From an optimization exercise on the open Yosys and OpenROAD flow, aimed at small area and a short achievable clock period; shortcuts taken in it are not production practice.
The RTL was checked by simulation tests, not by an equivalence proof against the original design.
No activity file was given, so power comes from the tool's default toggle rates.

v49:
Design text_video_top, start of the top module:
module text_video_top
(
  input  logic                              clk,
  input  logic                              rst_n,
  input  logic                              cmd_valid,
  input  logic [text_video_pkg::BYTE_W-1:0] cmd_data,
  output logic                              hsync,
  output logic                              vsync,
  output logic                              de,
  output logic [3:0]                        red,
  output logic [3:0]                        green,
  output logic [3:0]                        blue,
  output logic                              bad_cmd
);
  logic [HCOUNT_W-1:0]    hcount;
  logic [VCOUNT_W-1:0]    vcount;
  logic                   line_visible;
  logic                   frame_visible;
  logic                   raw_hsync;
  logic                   raw_vsync;
  logic                   font_we;
  logic [FONT_ADDR_W-1:0] font_waddr;
  logic [BYTE_W-1:0]      font_wdata;
  logic                   font_acc;
  logic [FONT_ADDR_W-1:0] font_acc_addr;
  logic [4:0]             font_acc_slot;
  logic [3:0]             font_row;
  logic [15:0]            font_row_sel;
  logic [31:0]            font_taps;
  logic [1:0]             font_tap_bit;
  logic [2:0]             font_phase3;
  logic [FONT_ADDR_W-1:0] font_chk_addr;
  logic                   font_chk_zero;
  logic                   font_chk_hit;
  logic [BYTE_W-1:0]      font_chk_data;
  logic                   char_we;
  logic                   char_acc;
  logic [CHAR_ADDR_W-1:0] char_acc_addr;
  logic [CHAR_ADDR_W-1:0] char_waddr;
  logic [BYTE_W-1:0]      char_wdata;
  logic [CHAR_ADDR_W-1:0] char_raddr;
  logic [BYTE_W-1:0]      char_rdata;
  sync_timer timer_i (.clk, .rst_n, .hcount, .vcount, .line_visible, .frame_visible,
                      .hsync(raw_hsync), .vsync(raw_vsync));
  ...
Size in the first run: roughly 4800 cells after synthesis, roughly 2400 flip-flops, about 64000 µm² of cells after synthesis.
Settings: LEC_CHECK=0, CAP_MARGIN=20, CORE_MARGIN=2, CORE_UTILIZATION=70, CTS_CLUSTER_DIAMETER=100, CTS_CLUSTER_SIZE=24, SETUP_SLACK_MARGIN=2.1, SLEW_MARGIN=20; clock period 4.5 ns.
run.sh (not shown) runs the stock make flow with config.mk's settings and CLKGATE_MAP_FILE= SYNTH_SCRIPT=/design/flow/synth_recipe.tcl, a recipe that flattens the netlist after the stock synthesis.
v49 completed every stage of the flow, and the final layout passed the timing, design-rule and antenna checks.
--- input diff v49..v51 ---
- a change of CTS_CLUSTER_SIZE from 24 to 30
- a change of CORE_UTILIZATION from 70 to 60
==> comparison <==
Run comparison: v49 origin of the worst setup path pixel_gen_i.row_q[0]; v51 origin of the worst setup path pixel_gen_i.row_oh[9]
Delta (v51 minus v49): portion of total power attributed to the clock network fell 1.3 points; utilization shows a reduction of 12 points; post-route standard cell area excluding fillers moved down; number of ordinary and repair buffers in the finished layout shrank by 21%.
v49 -> v51: combinational power decreased by a little under 10%
[v51 vs v49] post-synthesis to final-layout area growth: lower in v51
Looking at highest metal layer with signal wires, the met5 result is from v49; the met4 one comes from v51.
[inputs] v5 vs v51
- SETUP_SLACK_MARGIN: 2.1 -> 2.3
- CTS_CLUSTER_SIZE: 30 -> 24
==> comparison <==
Between v51 and v5, non-clock buffer count increased.
v5 ends up with a share of cells above drive strength 1 that is 2.6 points higher than in v51.
v5 ends up with higher final core utilization than v51 does.
Per the comparison of v5 with v51, area added between synthesis and finish went up, time the worst path needs with I/O delays and setup grew by 60 ps, fmax fell by 9.8 MHz, footprint of the flip-flops and latches saw little to no change, via count of the first global-routing pass rose by about 2.4%.
v5 vs v51: proportion of power drawn by combinational gates up
v5 against v51: worst reg-to-reg path cell count rose by 4; total wire length moved up.

* * *

Setup of before:
Another version of the RTL of text_video_top (not shown whole).
For scale: ~4800 cells after synthesis, ~2400 flip-flops, roughly 27 I/O pins.
## text_video_top
module text_video_top
(
  input  logic                              clk,
  input  logic                              rst_n,
  input  logic                              cmd_valid,
  input  logic [text_video_pkg::BYTE_W-1:0] cmd_data,
  output logic                              hsync,
  output logic                              vsync,
  output logic                              de,
  output logic [3:0]                        red,
  output logic [3:0]                        green,
  output logic [3:0]                        blue,
  output logic                              bad_cmd
);
make LEC_CHECK=0 CAP_MARGIN=20 CORE_MARGIN=2 CORE_UTILIZATION=60 CTS_CLUSTER_DIAMETER=100 CTS_CLUSTER_SIZE=24 SETUP_SLACK_MARGIN=2.0 SLEW_MARGIN=20 finish   # period 4.5 ns
Inputs modified between before and after:
- SETUP_SLACK_MARGIN changed from 2.0 to 2.1
- PLACE_DENSITY newly set to 0.7
--- outcome ---
- From before to after the numbers moved as follows: critical path depth -1, area share of buffers outside the clock network ~0 delta, highest ir drop seen on vdd -4.6%.
- Looking at destination of the critical timing path, the glyph_mem_i.ring[436]$_DFF_P_ result is from before; the pixel_gen_i.pix_shift[3]$_DFF_P_ one comes from after.

==> re-timing with driven ports <==
How much do the figures lean on ideal ports? The routed layouts below were timed once more, with nothing changed but the port constraints. Step 1, drivers: a clkbuf_16 drives clk and a buf_2 each remaining input, both assumed. Step 2 also shifts input and output timing later by t, the mid clock arrival at the registers, as if the neighbouring blocks saw the same clock. Slacks: no drivers / after step 1 / after step 2; pairs: no drivers / after step 1.
run | shift t [ns] | setup WS [ns] | hold slack, ns | slew at the worst register clock pin (ns)
v49 | 0.787 | 2.043 / 2.002 / 1.422 | 0.306 / 0.257 / 0.306 | 0.11 / 0.11
v51 | 0.788 | 2.062 / 2.062 / 1.809 | 0.174 / 0.121 / 0.315 | 0.12 / 0.12
v5 | 0.808 | 2.002 / 2.002 / 1.889 | 0.316 / 0.316 / 0.316 | 0.10 / 0.10
before | 0.800 | 1.898 / 1.898 / 1.408 | 0.159 / 0.108 / 0.322 | 0.10 / 0.10
after | 0.801 | 2.064 / 2.064 / 1.448 | 0.307 / 0.274 / 0.307 | 0.10 / 0.10
After both steps every run listed still meets setup and hold. For v49, which loses most, drivers alone change the setup slack by -0.041 ns; drivers and shift together by -0.621 ns.
